This design comes from an exercise in tuning for small area, a short achievable clock period and few clock cycles per item on the open sky130 flow, not from production work. Only simulation tests tie the RTL to the original design; equivalence was not proved. Power and IR drop assume default switching activity.

$ cat flow/design.v
package csg_pkg;
    localparam int MAX_ITEMS_DEF = 16;
    localparam int MAX_PICKS_DEF = 8;
    localparam logic [1:0] MODE_WORDS = 2'd0;
    localparam logic [1:0] MODE_PERM  = 2'd1;
    localparam logic [1:0] MODE_COMB  = 2'd2;
    localparam logic [1:0] MODE_MULTI = 2'd3;
    localparam logic [1:0] REQ_ADVANCE = 2'd0;
    localparam logic [1:0] REQ_RESTART = 2'd1;
    localparam logic [1:0] REQ_WRITE   = 2'd2;
    localparam logic [1:0] REQ_NONE    = 2'd3;
    localparam logic [1:0] CFG_MODE  = 2'd0;
    localparam logic [1:0] CFG_ITEMS = 2'd1;
    localparam logic [1:0] CFG_PICKS = 2'd2;
    typedef struct packed {
        logic [3:0]  position_index;
        logic [31:0] item_value;
        logic        last;
        logic        wrapped;
        logic        error;
    } result_t;
endpackage
import csg_pkg::*;
module csg_engine
#(
    parameter int MAX_ITEMS = csg_pkg::MAX_ITEMS_DEF,
    parameter int MAX_PICKS = csg_pkg::MAX_PICKS_DEF
) (
    input  logic        aclk,
    input  logic        aresetn,
    input  logic        init,        
    input  logic        adv,         
    input  logic [1:0]  mode,
    input  logic [3:0]  k,
    input  logic [3:0]  lim,         
    output logic        wrap,        
    input  logic [2:0]  rd_sel,
    output logic [3:0]  rd_pos
);
    logic [3:0] pos [8];
    logic [7:0] dir;
    logic [2:0] mob;
    logic       mob_none;
    logic       srch;
    logic [7:0] kmask;
    logic       comblike, perm, words;
    always_comb begin
        for (int i = 0; i < 8; i++) kmask[i] = 4'(i) < k;
    end
    assign comblike = mode == MODE_PERM || mode == MODE_COMB;
    assign perm     = mode == MODE_PERM;
    assign words    = mode == MODE_WORDS;
    assign rd_pos = pos[rd_sel];
    logic       pfin;
    logic [7:0] mob_oh;
    logic       dm;
    logic [3:0] moved;
    logic [3:0] ppos [8];
    logic [7:0] pdir;
    assign pfin = (k < 4'd2) || mob_none;
    always_comb begin
        mob_oh = 8'd1 << mob;
        dm     = dir[mob];
        moved  = pos[mob];
        for (int i = 0; i < 8; i++) begin
            logic is_m, is_t;
            is_m = mob_oh[i];
            is_t = dm ? mob_oh[(i + 7) % 8] : mob_oh[(i + 1) % 8];
            if (is_m) begin
                ppos[i] = dm ? pos[(i + 1) % 8] : pos[(i + 7) % 8];
                pdir[i] = dm ? dir[(i + 1) % 8] : dir[(i + 7) % 8];
            end else if (is_t) begin
                ppos[i] = moved;
                pdir[i] = dm;
            end else begin
                ppos[i] = pos[i];
                pdir[i] = dir[i] ^ (pos[i] > moved);
            end
        end
    end
    logic [3:0] src [8];
    logic [3:0] q [8];
    logic [7:0] atmax, allhi, sel, ge;
    logic       wrapc;
    logic [3:0] base, inc;
    logic [3:0] npos [8];
    always_comb begin
        for (int i = 0; i < 8; i++) src[i] = pos[i];
        if (perm && k >= 4'd2) begin
            src[0] = pos[1];
            src[1] = pos[0];
        end
        for (int i = 0; i < 8; i++) begin
            q[i] = comblike ? src[i] - 4'(i) : src[i];
            atmax[i] = !kmask[i] || q[i] == lim;
        end
        allhi[7] = 1'b1;
        for (int i = 6; i >= 0; i--) allhi[i] = allhi[i+1] & atmax[i+1];
        for (int i = 0; i < 8; i++) sel[i] = !atmax[i] && allhi[i];
        wrapc = atmax[0] && allhi[0];
        base = '0;
        for (int i = 0; i < 8; i++) base = base | (sel[i] ? q[i] : 4'd0);
        inc = base + 4'd1;
        ge[0] = sel[0];
        for (int i = 1; i < 8; i++) ge[i] = ge[i-1] | sel[i];
        for (int j = 0; j < 8; j++) begin
            if (wrapc)
                npos[j] = (comblike && kmask[j]) ? 4'(j) : 4'd0;
            else if (!ge[j])
                npos[j] = src[j];
            else if (words && !sel[j])
                npos[j] = 4'd0;
            else
                npos[j] = comblike ? inc + 4'(j) : inc;
        end
    end
    assign wrap = !(perm && !pfin) && wrapc;
    logic [7:0] mobile, win;
    logic [2:0] smob;
    always_comb begin
        for (int i = 0; i < 8; i++) begin
            logic inr;
            logic [3:0] nbv;
            if (dir[i]) begin
                inr = (i < 7) ? kmask[(i + 1) % 8] : 1'b0;
                nbv = pos[(i + 1) % 8];
            end else begin
                inr = i > 0;
                nbv = pos[(i + 7) % 8];
            end
            mobile[i] = kmask[i] && inr && pos[i] > nbv;
        end
        for (int i = 0; i < 8; i++) begin
            win[i] = mobile[i];
            for (int j = 0; j < 8; j++) begin
                if (j > i && mobile[j] && pos[j] >= pos[i]) win[i] = 1'b0;
                if (j < i && mobile[j] && pos[j] > pos[i]) win[i] = 1'b0;
            end
        end
        smob = '0;
        for (int i = 0; i < 8; i++) if (win[i]) smob = smob | 3'(i);
    end
    always_ff @(posedge aclk) begin
        if (!aresetn) begin
            for (int i = 0; i < 8; i++) pos[i] <= '0;
            dir      <= '0;
            mob      <= '0;
            mob_none <= 1'b0;
            srch     <= 1'b0;
        end else if (init) begin
            for (int i = 0; i < 8; i++) pos[i] <= (comblike && kmask[i]) ? 4'(i) : 4'd0;
            dir      <= '0;
            mob      <= 3'(k - 4'd1);
            mob_none <= 1'b0;
            srch     <= 1'b0;
        end else if (adv) begin
            if (perm && !pfin) begin
                for (int i = 0; i < 8; i++) pos[i] <= ppos[i];
                dir  <= pdir;
                srch <= 1'b1;
            end else begin
                for (int i = 0; i < 8; i++) pos[i] <= npos[i];
                dir      <= '0;
                mob      <= 3'(k - 4'd1);
                mob_none <= 1'b0;
                srch     <= 1'b0;
            end
        end else if (srch) begin
            mob      <= smob;
            mob_none <= ~|mobile;
            srch     <= 1'b0;
        end
    end
endmodule
import csg_pkg::*;
module combinatorial_sequence_generator
#(
    parameter int MAX_ITEMS = csg_pkg::MAX_ITEMS_DEF,
    parameter int MAX_PICKS = csg_pkg::MAX_PICKS_DEF
) (
    input  logic        aclk,
    input  logic        aresetn,
    input  logic        cfg_we,
    input  logic [1:0]  cfg_index,
    input  logic [4:0]  cfg_data,
    input  logic        s_tvalid,
    output logic        s_tready,
    input  logic [39:0] s_tdata,    
    output logic        m_tvalid,
    input  logic        m_tready,
    output logic [39:0] m_tdata,    
    output logic        m_tlast,
    output logic [1:0]  m_tuser     
);
    logic [1:0]  mode_reg;
    logic [4:0]  items_reg;
    logic [3:0]  picks_reg;
    logic        cfg_dirty;     
    logic        cfg_ok;        
    logic [3:0]  lim_reg;       
    logic [2:0]  km1;
    assign km1 = 3'(picks_reg - 4'd1);
    always_ff @(posedge aclk) begin
        if (!aresetn) begin
            mode_reg  <= MODE_WORDS;
            items_reg <= 5'd2;
            picks_reg <= 4'd1;
            cfg_dirty <= 1'b0;
            cfg_ok    <= 1'b1;
            lim_reg   <= 4'd1;
        end else begin
            if (cfg_we) begin
                unique case (cfg_index)
                    CFG_MODE:  mode_reg  <= cfg_data[1:0];
                    CFG_ITEMS: items_reg <= cfg_data;
                    CFG_PICKS: picks_reg <= cfg_data[3:0];
                    default: ;
                endcase
            end
            cfg_dirty <= cfg_we && cfg_index != 2'd3;
            if (cfg_dirty) begin
                cfg_ok <= items_reg != 0 && picks_reg != 0 &&
                          int'(items_reg) <= MAX_ITEMS && int'(picks_reg) <= MAX_PICKS &&
                          !((mode_reg == MODE_PERM || mode_reg == MODE_COMB) &&
                            5'(picks_reg) > items_reg);
                lim_reg <= (mode_reg == MODE_PERM || mode_reg == MODE_COMB) ?
                           4'(items_reg - 5'(picks_reg)) : 4'(items_reg - 5'd1);
            end
        end
    end
    logic        in_v;
    logic [1:0]  in_type;
    logic [3:0]  in_idx;
    logic [31:0] in_data;
    assign s_tready = !in_v;
    logic        emitting;      
    logic        err_pend;      
    logic [2:0]  cnt;
    logic        cur_wrap;
    logic [3:0]  res_pos;
    logic [31:0] res_val;
    logic        res_last, res_wrap, res_err;
    logic [31:0] vtab [MAX_ITEMS];
    logic out_free, last_ld, slot_free, fire;
    logic step_fire, err_fire, wr_fire, is_rst;
    assign out_free  = !m_tvalid || m_tready;
    assign last_ld   = out_free && (err_pend || (emitting && cnt == km1));
    assign slot_free = !(emitting || err_pend) || last_ld;
    assign fire      = in_v && slot_free;
    assign is_rst    = in_type == REQ_RESTART;
    assign wr_fire   = fire && in_type == REQ_WRITE;
    assign step_fire = fire && in_type != REQ_WRITE && cfg_ok;
    assign err_fire  = fire && in_type != REQ_WRITE && !cfg_ok;
    logic       eng_wrap;
    logic [3:0] rd_pos;
    csg_engine #(.MAX_ITEMS(MAX_ITEMS), .MAX_PICKS(MAX_PICKS)) u_engine (
        .aclk(aclk), .aresetn(aresetn),
        .init(cfg_dirty || (step_fire && is_rst)),
        .adv(step_fire && !is_rst),
        .mode(mode_reg), .k(picks_reg), .lim(lim_reg),
        .wrap(eng_wrap),
        .rd_sel(cnt), .rd_pos(rd_pos)
    );
    always_ff @(posedge aclk) begin
        if (!in_v) begin
            in_type <= s_tdata[1:0];
            in_idx  <= s_tdata[5:2];
            in_data <= s_tdata[37:6];
        end
    end
    always_ff @(posedge aclk) begin
        if (wr_fire || (!aresetn && in_v && in_type == REQ_WRITE)) vtab[in_idx] <= in_data;
    end
    always_ff @(posedge aclk) begin
        if (!aresetn) begin
            in_v     <= 1'b0;
            m_tvalid <= 1'b0;
            emitting <= 1'b0;
            err_pend <= 1'b0;
            cnt      <= '0;
            cur_wrap <= 1'b0;
        end else begin
            if (!in_v) in_v <= s_tvalid && s_tdata[1:0] != REQ_NONE;
            else if (fire) in_v <= 1'b0;
            if (out_free) begin
                if (err_pend) begin
                    res_pos  <= '0;
                    res_val  <= '0;
                    res_last <= 1'b1;
                    res_wrap <= 1'b0;
                    res_err  <= 1'b1;
                    m_tvalid <= 1'b1;
                    err_pend <= 1'b0;
                end else if (emitting) begin
                    res_pos  <= rd_pos;
                    res_val  <= vtab[rd_pos];
                    res_last <= cnt == km1;
                    res_wrap <= cur_wrap;
                    res_err  <= 1'b0;
                    m_tvalid <= 1'b1;
                    cnt      <= cnt + 3'd1;
                    if (cnt == km1) emitting <= 1'b0;
                end else begin
                    m_tvalid <= 1'b0;
                end
            end
            if (step_fire) begin
                emitting <= 1'b1;
                cnt      <= '0;
                cur_wrap <= !is_rst && eng_wrap;
            end
            if (err_fire) err_pend <= 1'b1;
        end
    end
    assign m_tdata = {4'd0, res_val, res_pos};
    assign m_tlast = res_last;
    assign m_tuser = {res_err, res_wrap};
endmodule
$ cat flow/constraint.sdc
create_clock -name core_clock -period 9.0 [get_ports {aclk}]
set_input_delay 1.8000 -clock core_clock [delete_from_list [all_inputs] [get_ports {aclk}]]
set_output_delay 1.8000 -clock core_clock [all_outputs]
set_load 0.01 [all_outputs]
$ cat flow/config.mk
export PLATFORM = sky130hd
export DESIGN_NAME = combinatorial_sequence_generator
export DESIGN_NICKNAME = combinatorial_sequence_generator
export VERILOG_FILES = /design/flow/design.v
export SDC_FILE = /design/flow/constraint.sdc
export NUM_CORES = 4
export LEC_CHECK = 0
export CAP_MARGIN = 20
export CORE_MARGIN = 2
export CORE_UTILIZATION = 40
export SLEW_MARGIN = 20
$ cat flow/run.sh
#!/bin/bash
# synth_recipe.tcl (not shown) runs the flow's synth.tcl, then flattens the netlist and writes it again
# the make line also repeats each setting of config.mk as NAME=value (left out here)
make -C /OpenROAD-flow-scripts/flow DESIGN_CONFIG=/design/flow/config.mk WORK_HOME=/design/flow/orfs CLKGATE_MAP_FILE= SYNTH_SCRIPT=/design/flow/synth_recipe.tcl finish
==> summary.txt <==
status=no timing/DRC/antenna violations; number of H-tree branching levels=3; most used cells in the layout excluding fill and tap cells=sky130_fd_sc_hd__nand2_1, sky130_fd_sc_hd__edfxtp_1, sky130_fd_sc_hd__ha_1, sky130_fd_sc_hd__nand3_1, sky130_fd_sc_hd__a21oi_1; clock skew after layout=0.0333 ns; placement-stage worst setup slack=3.20 ns; library cells used by synthesis=92; Switching Power=2.06 mW; fill cell instance count of the final layout=7954; Fin Hold WS=0.499 ns; commonest register cell after synthesis=sky130_fd_sc_hd__edfxtp_1; post-synthesis instance area=34700 um^2; Routed wire per std cell=roughly 24 um; Setup crit end kind=register; Vert. Die Dim=around 300 um; required time of the critical path=about 9.6 ns; Setup-failing EPs final=0; most frequent standard cell in the layout excluding fill and tap cells=sky130_fd_sc_hd__nand2_1; Via-to-Cell Ratio=around 5.9; clock network fraction of design power=39.3%; final routed wirelength across all metal layers=107000 um; net switching share of the total power=27.2%; vias after detailed routing=26.1k; die width=~300 um; Area contributors post-synth=sky130_fd_sc_hd__edfxtp_1, sky130_fd_sc_hd__ha_1, sky130_fd_sc_hd__nand2_1, sky130_fd_sc_hd__dfxtp_1, sky130_fd_sc_hd__a311oi_1; clock transition at the registers of the reported paths=0.06 ns; via count of the first global-routing pass=25.0k; area of the die=89100 um^2; initial detailed-routing violation count=2553; flip-flop count of the largest register after layout=512; master cell of the clock root buffer=sky130_fd_sc_hd__clkbuf_16; clk sink count=659; Logic pwr share=roughly 15%; worst slew margin relative to its limit=a little under a quarter; Critical Setup Path Class=register to register; maximum fanout count along the critical path=34; antenna cells=0; post-route setup TNS=0 ns; core region area=86300 um^2; shortest period the worst path allows=5.92 ns; setup slack of the critical path after layout=a little over 3 ns; Initial Util=40.2%; maximum VDD drop=122 uV; sequential share of the synthesized area=between 50% and 60%; count of max-cap constraint violations=0; unrepaired setup endpoints after global routing=false; sequential share of power=a little under half; Static Leakage=13.9 nW; HP Class=register to register; CTS-repair resized insts=0; maximum buffer depth of the clock tree=3; power density relative to cell area=approximately 190 nW/um^2; Final #Nets=~3.5k; post-synth top area cell=sky130_fd_sc_hd__edfxtp_1; placed wire-length estimate after detailed placement=62500 um; actual slew at the worst max-slew pin=1.16 ns; layout cell share with drive strength beyond 1=7.41%; post-route clock period utilization=65.8%; count of antenna-violating nets left after detailed routing=0; CTS tree=built; ys async rst share=0%; area grow syn2layout=13.5%; Hold Violations, Final=0; 1st-pass router iterations=6; Row Count=108; IO Pins=between 90 and 100; final-report max-slew violation count=0; gr ovfl total=0; detailed-route DRC error count=0; global-route wire length before repair=159000 um; global-route usage over all layers=23.5%; total internal power=5.52 mW; routability-driven placement congestion ratio=0.982; port bufs=90; post-synthesis register bit count=659; area share of the leading cell type in the synthesized netlist=51.0%; maximum number of pins on one net before global-route repair=around 200; Reg with most FFs=vtab; crit start category=register; TritonCTS buffer count=72; later-pin clock latency in the skew report=0.64 ns; setup fix buffers added after clock tree synthesis=0; Fmax achieved=169 MHz; Synthesis Warnings=7; antenna violations before repair=0; synthesized instance count=approximately 3.2k; number of hold buffers added after cts=0; number of enable-type register cells in the synthesized netlist=589; average instance area after synthesis=approximately 11 um^2; arrival time worst endpoint=between 6 and 7 ns
[synthesized netlist by cell type, types with 28 or more instances]
library cell,count
sky130_fd_sc_hd__nand2_1,656
sky130_fd_sc_hd__edfxtp_1,589
sky130_fd_sc_hd__ha_1,206
sky130_fd_sc_hd__clkbuf_1,180
sky130_fd_sc_hd__nand3_1,152
sky130_fd_sc_hd__nor2_1,145
sky130_fd_sc_hd__a21oi_1,139
sky130_fd_sc_hd__o21ai_0,123
sky130_fd_sc_hd__a311oi_1,100
sky130_fd_sc_hd__inv_1,75
sky130_fd_sc_hd__dfxtp_1,70
sky130_fd_sc_hd__and3_1,67
sky130_fd_sc_hd__nor2b_1,62
sky130_fd_sc_hd__mux2i_1,55
sky130_fd_sc_hd__a211oi_1,52
sky130_fd_sc_hd__a31oi_1,49
sky130_fd_sc_hd__nand2b_1,49
sky130_fd_sc_hd__xnor2_1,40
sky130_fd_sc_hd__nand4_1,29
sky130_fd_sc_hd__nor3_1,28
[layout make-up]
| cell class | count | area (um^2) | area share [%] |
|---|---|---|---|
| multi-input combinational | 2274 | 14700 | 37.2 |
| tap | 1155 | 1450 | 3.67 |
| inverter | 78 | 293 | 0.743 |
| clock buffer | 90 | 1900 | 4.83 |
| timing repair buffer | 167 | 1520 | 3.85 |
| clock inverter | 38 | 475 | 1.21 |
| sequential | 659 | 19100 | 48.5 |
[cell families (layout without fill, tap and decap cells)]
| group | count (synthesis) | count (layout) | share of synthesized area (%) |
|---|---|---|---|
| other | 1 | 4 | 0.0108 |
| flip-flops | 659 | 659 | 55.0 |
| XOR/XNOR | 74 | 74 | 2.19 |
| adder cells (fa/ha/maj) | 207 | 207 | 7.49 |
| buffers and inverters | 292 | 373 | 3.30 |
| multiplexers | 65 | 65 | 2.12 |
| AO/OA/AOI/OAI | 682 | 682 | 13.8 |
| AND/OR/NAND/NOR | 1242 | 1242 | 16.1 |
[power by group through the flow]
stage	Combinational (mW)	Clock, mW	Sequential [mW]
finish	1.14	2.98	3.46
global route	1.26	3.15	3.47
CTS	1.13	3.03	3.46
detailed placement	1.13	0	3.52
global placement	1.12	0	3.52
floorplan	0.785	0	3.50
[final timing paths]
path | start | to | slack (ns) | depth (start not counted)
worst min register to register | in_v | in_v | 0.50 | 2
worst max register to register | mode_reg[0] | u_engine.pos[1][3] | 3.08 | 20
worst min-delay path | in_v | in_v | 0.50 | 2
worst max-delay path | mode_reg[0] | u_engine.pos[1][3] | 3.08 | 20
[layer usage]
metal	track usage, %	share of wire, %	routed length (um)	vias to the layer above
met5	0	0	0	-
met4	10.7	4.4	4720	0
met3	3.93	7.6	8070	249
met2	37.7	46	49200	1137
met1	31.1	42	44600	12700
li1	-	-	-	12100
[worst max-delay path, stage by stage (launching register included)]
cell and delay, ns:
sky130_fd_sc_hd__dfxtp_1 0.34, sky130_fd_sc_hd__inv_1 0.06, sky130_fd_sc_hd__ha_2 0.79, sky130_fd_sc_hd__buf_4 0.44
sky130_fd_sc_hd__mux2i_1 0.36, sky130_fd_sc_hd__xnor2_1 0.16, sky130_fd_sc_hd__o211ai_1 0.13, sky130_fd_sc_hd__and2_1 0.29
sky130_fd_sc_hd__nor4_1 0.31, sky130_fd_sc_hd__buf_4 0.26, sky130_fd_sc_hd__nand2_1 0.33, sky130_fd_sc_hd__o211ai_4 0.53
sky130_fd_sc_hd__ha_1 0.36, sky130_fd_sc_hd__xnor2_2 0.26, sky130_fd_sc_hd__inv_1 0.09, sky130_fd_sc_hd__ha_1 0.21
sky130_fd_sc_hd__and2_1 0.19, sky130_fd_sc_hd__mux2i_1 0.17, sky130_fd_sc_hd__xor2_1 0.23, sky130_fd_sc_hd__o2111ai_1 0.16
sky130_fd_sc_hd__a21oi_1 0.15
[per-stage QoR]
step	instances	utilization (%)	total power [mW]	instance area [um^2]
finish	4461	45.6	7.58	39400
global placement	4332	42.8	4.64	37000
CTS	4461	45.6	7.62	39400
detailed placement	4333	42.9	4.65	37000
floorplan	3225	-	4.28	34700
global route	4461	45.6	7.88	39400
Testbench counts, summed over its fixed seeds: cycles 19,890, results 17,712.

[re-timing with driven ports]
No port has a modelled driver above. Below, the same layout with a new extraction and two added sets of constraints.
Step 1 (the two cells are an assumption about what drives the block):
set clk [get_ports {aclk}]
set_driving_cell -lib_cell sky130_fd_sc_hd__clkbuf_16 $clk
set_driving_cell -lib_cell sky130_fd_sc_hd__buf_2 [delete_from_list [all_inputs] $clk]
Step 2 times the ports against the registers' clock, not the clock port: input delays grow and output delays shrink by t, the midpoint of the rising clock arrivals with the driver on.
Slacks: ideal / step 1 / step 2; pairs: ideal / step 1.
shift t [ns]: 0.685
setup slack, ns: 3.076 / 3.076 / 3.076
worst slew at a driven data input, ns: 0.08
After both steps setup and hold are still met in this run. The setup slack of this run moves by 0.000 ns with the drivers and by 0.000 ns with both steps.
